From an optimization exercise on the open Yosys and OpenROAD flow, aimed at small area, a short achievable clock period and few clock cycles per item; shortcuts taken in it are not production practice. RTL that was checked went through simulation tests only; none was proved equivalent to the original. Power is estimated from default activity; no workload was simulated.

==> flow/design.v (excerpt) <==
module systolic_top (
	input wire logic clk,
	input wire logic rst,
	input wire logic [23:0] horz_data,
	input wire logic [2:0] horz_we,
	output logic [2:0] horz_wrdy,
	input wire logic [47:0] obli_data,
	input wire logic [5:0] obli_we,
	output logic [5:0] obli_wrdy,
	output logic [7:0] dout,
	output logic dout_en
);
==> module booth_csd, before the edit <==
module booth_csd (
	input wire logic [3:0] one,
	input wire logic [3:0] two,
	input wire logic [3:0] neg,
	input wire logic [7:0] o,
	output logic [7:0] s,
	output logic [7:0] c,
	output logic [7:0] d,
	output logic [0:0] e
);
	wire p0_0, p0_1, p0_2, p0_3, p0_4, p0_5, p0_6, p0_7, p1_0, p1_1, p1_2, p1_3, p1_4, p1_5, p2_0, p2_1, p2_2, p2_3, p3_0, p3_1;
	wire t1, t2, t3, t4, t5, t6, t7, t8, t9, t10, t11, t12, t13, t14, t15, t16, t17, t18, t19, t20, t21;
	assign p0_0 = ((one[0] & o[0]) | 1'b0) ^ neg[0];
	assign p0_1 = ((one[0] & o[1]) | (two[0] & o[0])) ^ neg[0];
	assign p0_2 = ((one[0] & o[2]) | (two[0] & o[1])) ^ neg[0];
	assign p0_3 = ((one[0] & o[3]) | (two[0] & o[2])) ^ neg[0];
	assign p0_4 = ((one[0] & o[4]) | (two[0] & o[3])) ^ neg[0];
	assign p0_5 = ((one[0] & o[5]) | (two[0] & o[4])) ^ neg[0];
	assign p0_6 = ((one[0] & o[6]) | (two[0] & o[5])) ^ neg[0];
	assign p0_7 = ((one[0] & o[7]) | (two[0] & o[6])) ^ neg[0];
	assign p1_0 = ((one[1] & o[0]) | 1'b0) ^ neg[1];
	assign p1_1 = ((one[1] & o[1]) | (two[1] & o[0])) ^ neg[1];
	assign p1_2 = ((one[1] & o[2]) | (two[1] & o[1])) ^ neg[1];
	assign p1_3 = ((one[1] & o[3]) | (two[1] & o[2])) ^ neg[1];
	assign p1_4 = ((one[1] & o[4]) | (two[1] & o[3])) ^ neg[1];
	assign p1_5 = ((one[1] & o[5]) | (two[1] & o[4])) ^ neg[1];
	assign p2_0 = ((one[2] & o[0]) | 1'b0) ^ neg[2];
	assign p2_1 = ((one[2] & o[1]) | (two[2] & o[0])) ^ neg[2];
	assign p2_2 = ((one[2] & o[2]) | (two[2] & o[1])) ^ neg[2];
	assign p2_3 = ((one[2] & o[3]) | (two[2] & o[2])) ^ neg[2];
	assign p3_0 = ((one[3] & o[0]) | 1'b0) ^ neg[3];
	assign p3_1 = ((one[3] & o[1]) | (two[3] & o[0])) ^ neg[3];
	assign t1 = neg[0] ^ p0_0;
	assign t2 = neg[0] & p0_0;
	assign t3 = p0_1 ^ t2;
	assign t4 = p0_1 & t2;
	assign t5 = neg[1] ^ p0_2 ^ p1_0;
	assign t6 = (neg[1] & p0_2) | (neg[1] & p1_0) | (p0_2 & p1_0);
	assign t7 = t4 ^ t5;
	assign t8 = t4 & t5;
	assign t9 = p0_3 ^ p1_1;
	assign t10 = p0_3 & p1_1;
	assign t11 = neg[2] ^ p0_4 ^ p1_2;
	assign t12 = (neg[2] & p0_4) | (neg[2] & p1_2) | (p0_4 & p1_2);
	assign t13 = p0_5 ^ p1_3;
	assign t14 = p0_5 & p1_3;
	assign t15 = neg[3] ^ p0_6 ^ p1_4;
	assign t16 = (neg[3] & p0_6) | (neg[3] & p1_4) | (p0_6 & p1_4);
	assign t17 = p2_2 ^ p3_0;
	assign t18 = p2_2 & p3_0;
	assign t19 = p0_7 ^ p1_5;
	assign t20 = p2_3 ^ p3_1;
	assign t21 = t19 ^ t20;
	assign s[0] = t1;
	assign s[1] = t3;
	assign s[2] = t7;
	assign s[3] = t6;
	assign s[4] = p2_0;
	assign s[5] = p2_1;
	assign s[6] = t14;
	assign s[7] = t21;
	assign c[0] = 1'b0;
	assign c[1] = 1'b0;
	assign c[2] = 1'b0;
	assign c[3] = t8;
	assign c[4] = t10;
	assign c[5] = t12;
	assign c[6] = t15;
	assign c[7] = t16;
	assign d[0] = 1'b0;
	assign d[1] = 1'b0;
	assign d[2] = 1'b0;
	assign d[3] = t9;
	assign d[4] = t11;
	assign d[5] = t13;
	assign d[6] = t17;
	assign d[7] = t18;
endmodule
Settings: LEC_CHECK=0, CAP_MARGIN=20, CORE_MARGIN=2, CORE_UTILIZATION=40, SETUP_SLACK_MARGIN=2.8, SLEW_MARGIN=20; clock period 5.0 ns.
standard.sh (not shown) runs the stock make flow with config.mk's settings and CLKGATE_MAP_FILE= SYNTH_SCRIPT=/design/flow/synth_recipe.tcl, a recipe that flattens the netlist after the stock synthesis.
==> flow/flow/run.sh <==
#!/bin/bash
# Standard layout (the standard.sh: standard synthesis through finish),
# with one change: ports get a small plain buffer (buf_1/buf_2) rather than
# the delay buffer buffer_ports picks by default. Every input and output port
# is still buffered, and the resizer may still upsize these buffers.
set -euo pipefail
export BUFFER_PORTS_ARGS="-buffer_cell sky130_fd_sc_hd__buf_1"
bash standard.sh finish > standard_sh.log 2>&1
Next try:
--- a/flow/design.v
+++ b/flow/design.v
@@ -87,4 +87,5 @@
 	assign d[6] = t17;
 	assign d[7] = t18;
+	assign e[0] = 1'b0;
 endmodule
 module csa_q1 (
After rerunning:
- worst hold slack is about the same
- maximum frequency hardly moves
- wire length is higher by 12%
- setup slack is worse by 5.8 ps
- sequential power is higher by about 5%
- global-route usage is higher by 1.4 points
- synthesized area is higher by 6.4%
- critical path depth is higher by 4
- sequential share of layout area is lower by 0.13 points
- die area is higher by 6.2%
- final area is higher by 3.8%
- via count is higher by 6.7%
Testbench counts after the change, summed over its fixed seeds: cycles 3,925, sets 960.
Function not checked in the first run of this note: the RTL went through the layout flow alone.


## run A
Another version of the RTL of systolic_top (not shown whole).
Size: roughly 710 cells after synthesis, about 200 flip-flops, about 0.0090 mm2 of cells after synthesis.
==> module systolic_top, before the edit <==
module systolic_top (
	input wire logic clk,
	input wire logic rst,
	input wire logic [23:0] horz_data,
	input wire logic [2:0] horz_we,
	output logic [2:0] horz_wrdy,
	input wire logic [47:0] obli_data,
	input wire logic [5:0] obli_we,
	output logic [5:0] obli_wrdy,
	output logic [7:0] dout,
	output logic dout_en
);
	logic [7:0] hl [3];
	logic [2:0] hl_e;
	logic [7:0] ol [6];
	logic [5:0] ol_e;
	logic [7:0] hw [3];
	logic [2:0] hw_v;
	logic [3:0] c0;
	logic s0_v, s1_v;
	logic [3:0] s0_c, s1_c;
	logic [7:0] p_s [3];
	logic [7:0] p_c [3];
	logic [1:0] p_e [3];
	logic a_d, v2_d;
	logic [7:0] q0, q1;
	logic [7:0] o_op [3];
	logic [7:0] m_s [3];
	logic [7:0] m_c [3];
	logic [1:0] m_e [3];
	logic [7:0] t_q0, t_q1, t_y;
	logic av0, av1, av2;
	logic adv, go0;
	logic [2:0] fin, hw_ld;
	logic [5:0] o_use;
	logic [3:0] enc_one [3];
	logic [3:0] enc_two [3];
	logic [3:0] enc_neg [3];
	assign s0_c = {c0[0], c0[3:1]};
	always_comb begin
		for (int r = 0; r < 3; r++) begin
			o_op[r] = '0;
		end
		av0 = 1'b0;
		av1 = 1'b0;
		av2 = 1'b0;
		for (int c = 0; c < 4; c++) begin
			o_op[0] = o_op[0] | ({8{c0[c]}} & ol[c]);
			o_op[1] = o_op[1] | ({8{s0_c[c]}} & ol[c + 1]);
			o_op[2] = o_op[2] | ({8{s1_c[c]}} & ol[c + 2]);
			av0 = av0 | (c0[c] & ~ol_e[c]);
			av1 = av1 | (s0_c[c] & ~ol_e[c + 1]);
			av2 = av2 | (s1_c[c] & ~ol_e[c + 2]);
		end
		av0 = av0 & hw_v[0];
		av1 = av1 & hw_v[1];
		av2 = av2 & hw_v[2];
		adv = ~(~c0[0] & ~av0) & ~(s0_v & ~av1) & ~(s1_v & ~av2);
		go0 = adv & av0;
		o_use = '0;
		for (int c = 0; c < 4; c++) begin
			o_use[c] = o_use[c] | (go0 & c0[c]);
			o_use[c + 1] = o_use[c + 1] | (adv & s0_v & s0_c[c]);
			o_use[c + 2] = o_use[c + 2] | (adv & s1_v & s1_c[c]);
		end
		fin[0] = go0 & c0[3];
		fin[1] = adv & s0_v & s0_c[3];
		fin[2] = adv & s1_v & s1_c[3];
		for (int r = 0; r < 3; r++) begin
			hw_ld[r] = ~hl_e[r] & (~hw_v[r] | fin[r]);
		end
	end
	assign t_q0 = p_s[0] + p_c[0];
	assign t_q1 = q0 + p_s[1] + p_c[1];
	assign t_y = q1 + p_s[2] + p_c[2];
	always_comb begin
		for (int r = 0; r < 3; r++) begin
			for (int i = 0; i < 4; i++) begin
				logic b2, b1, b0;
				b2 = hw[r][2*i+1];
				b1 = hw[r][2*i];
				b0 = (i == 0) ? 1'b0 : hw[r][2*i-1];
				enc_one[r][i] = b1 ^ b0;
				enc_two[r][i] = (b2 & ~b1 & ~b0) | (~b2 & b1 & b0);
				enc_neg[r][i] = b2 & ~(b1 & b0);
			end
		end
	end
	always_ff @(posedge clk) begin
		if (!rst) begin
			hl_e <= '1;
			ol_e <= '1;
			hw_v <= '0;
			c0 <= 4'b0001;
			s0_v <= 1'b0;
			s1_v <= 1'b0;
			a_d <= 1'b0;
			v2_d <= 1'b0;
			dout_en <= 1'b0;
		end else begin
			hl_e <= (hl_e & ~horz_we) | hw_ld;
			ol_e <= (ol_e & ~obli_we) | o_use;
			hw_v <= hw_ld | (hw_v & ~fin);
			if (go0) c0 <= {c0[2:0], c0[3]};
			if (adv) begin
				s0_v <= go0;
				s1_v <= s0_v;
			end
			a_d <= adv;
			v2_d <= adv & s1_v;
			dout_en <= v2_d;
		end
	end
	always_ff @(posedge clk) begin
		for (int r = 0; r < 3; r++) begin
			if (horz_we[r]) hl[r] <= horz_data[8*r +: 8];
			if (hw_ld[r]) hw[r] <= hl[r];
			p_s[r] <= m_s[r];
			p_c[r] <= m_c[r];
			p_e[r] <= m_e[r];
		end
		for (int k = 0; k < 6; k++) begin
			if (obli_we[k]) ol[k] <= obli_data[8*k +: 8];
		end
		if (adv) begin
			s1_c <= s0_c;
		end
		if (a_d) begin
			q0 <= t_q0 ^ {^p_e[0], 7'd0};
			q1 <= t_q1 ^ {^p_e[1], 7'd0};
		end
		dout <= t_y ^ {^p_e[2], 7'd0};
	end
	for (genvar r = 0; r < 3; r++) begin : g_row
		booth_cs u_mul (
			.one(enc_one[r]),
			.two(enc_two[r]),
			.neg(enc_neg[r]),
			.o(o_op[r]),
			.s(m_s[r]),
			.c(m_c[r]),
			.e(m_e[r])
		);
	end
	assign horz_wrdy = hl_e;
	assign obli_wrdy = ol_e;
endmodule
Settings: LEC_CHECK=0, CAP_MARGIN=20, CORE_MARGIN=2, CORE_UTILIZATION=40, CTS_BUF_LIST=sky130_fd_sc_hd__clkbuf_8, CTS_CLUSTER_DIAMETER=100, CTS_CLUSTER_SIZE=30, SETUP_SLACK_MARGIN=2.6, SLEW_MARGIN=20; clock period 5.0 ns.
Scripts as last shown in full above: flow/flow/run.sh
Testbench counts of run A, summed over its fixed seeds: cycles 3,917, sets 960.
What run B does differently from run A at the input level:
--- a/flow/design.v
+++ b/flow/design.v
@@ -178,5 +178,4 @@
 	logic [3:0] enc_two [3];
 	logic [3:0] enc_neg [3];
-	assign s0_c = {c0[0], c0[3:1]};
 	always_comb begin
 		for (int r = 0; r < 3; r++) begin
@@ -265,4 +264,5 @@
 		end
 		if (adv) begin
+			s0_c <= c0;
 			s1_c <= s0_c;
 		end
### Flow results
- Sort run A and run B by proportion of power drawn by combinational gates desc -> top: run B
- Run B vs. run A: final worst-path cycle share did not really move; count of inserted tapcells went up.
- On run B: sequential power is about 4% higher than what run A gave.
- Run B and run A ended up with roughly the same top-level I/O count.
- Relative to run A, the routed wirelength normalized by instance count measured on run B has increased by a few percent.
- Relative to run A, count of mapped cells out of synthesis increased by 2.7% in run B.
- Taking run A as the reference, in run B share of synthesized cell area in full adder, half adder and majority cells moved down; global-route met3 utilization moved down.
No functional check of the RTL was part of run B.


== JK ==
systolic_top, a different RTL version from the one above (not shown whole).
For scale: ~100 I/O pins, roughly 8800 um^2 of cells after synthesis.
Settings: LEC_CHECK=0, CAP_MARGIN=20, CORE_MARGIN=2, CORE_UTILIZATION=40, CTS_BUF_LIST=sky130_fd_sc_hd__clkbuf_8, CTS_CLUSTER_DIAMETER=100, CTS_CLUSTER_SIZE=30, SETUP_SLACK_MARGIN=2.5, SLEW_MARGIN=20; clock period 5.0 ns.
Scripts as last shown in full above: flow/flow/run.sh
JK reached the end of the flow, and the finished layout is clean on the timing, design-rule and antenna checks.
Testbench counts of JK, summed over its fixed seeds: cycles 3,917, sets 960.
For MS, these inputs were changed with respect to JK:
--- a/flow/design.v
+++ b/flow/design.v
@@ -181,11 +181,10 @@
 	logic [2:0] fin, hw_ld;
 	logic [5:0] o_use;
 	logic [3:0] enc_one [3];
 	logic [3:0] enc_two [3];
 	logic [3:0] enc_neg [3];
-	assign s0_c = {c0[0], c0[3:1]};
 	always_comb begin
 		for (int r = 0; r < 3; r++) begin
 			o_op[r] = '0;
 		end
 		av0 = 1'b0;
@@ -268,10 +267,11 @@
 		end
 		for (int k = 0; k < 6; k++) begin
 			if (obli_we[k]) ol[k] <= obli_data[8*k +: 8];
 		end
 		if (adv) begin
+			s0_c <= c0;
 			s1_c <= s0_c;
 		end
 		if (a_d) begin
 			q0 <= t_q0 ^ {^p_e[0], 7'd0};
 			q1 <= t_q1 ^ {^p_e[1], 7'd0};
--- outcome ---
- Multi-input logic portion of the cell area in MS is 0.36 points above JK.
- Proportion of power drawn by combinational gates (lower): JK
- Looking at design area, MS sits about 2.5% higher than JK does.
- Between JK and MS, the flow reports number of standard cells in the final layout excluding fillers increasing by a few percent.
- MS vs. JK: minimum period implied by the final worst setup slack up 0.091 ns; slew at the pin closest to its max-slew limit flat.
Only the layout flow was run in MS; the RTL was not checked for function there.

==> port drivers added, routing unchanged <==
The flow's constraints put no driver on any port. The routed layouts listed below were extracted and timed again, unchanged, in two steps. Step 1: set_driving_cell puts a clkbuf_16 on clk and a buf_2 on each other input, an assumption about the parent block. Step 2 adds t to the input delays and takes it off the output delays; t is the mean of the earliest and latest rising clock arrival at the registers after step 1. Input paths then give back, and output paths get back, about the clock's delay inside the block. Slacks: ideal ports / drivers / drivers and shift; pairs: ideal ports / drivers.
| run | t (ns) | setup slack, ns | hold WS [ns] |
|---|---|---|---|
| the first run of note 1 | 0.553 | 2.858 / 2.811 / 2.642 | 0.328 / 0.328 / 0.328 |
| the second run of note 1 | 0.556 | 2.852 / 2.825 / 2.566 | 0.330 / 0.330 / 0.330 |
| run A | 0.506 | 2.630 / 2.630 / 2.630 | 0.417 / 0.417 / 0.417 |
| run B | 0.499 | 2.625 / 2.625 / 2.487 | 0.429 / 0.429 / 0.429 |
| JK | 0.508 | 2.578 / 2.578 / 2.578 | 0.419 / 0.419 / 0.419 |
| MS | 0.495 | 2.487 / 2.487 / 2.454 | 0.412 / 0.412 / 0.412 |
After both steps every run listed still meets setup and hold. For the second run of note 1, which loses most, drivers alone change the setup slack by -0.027 ns; drivers and shift together by -0.286 ns.
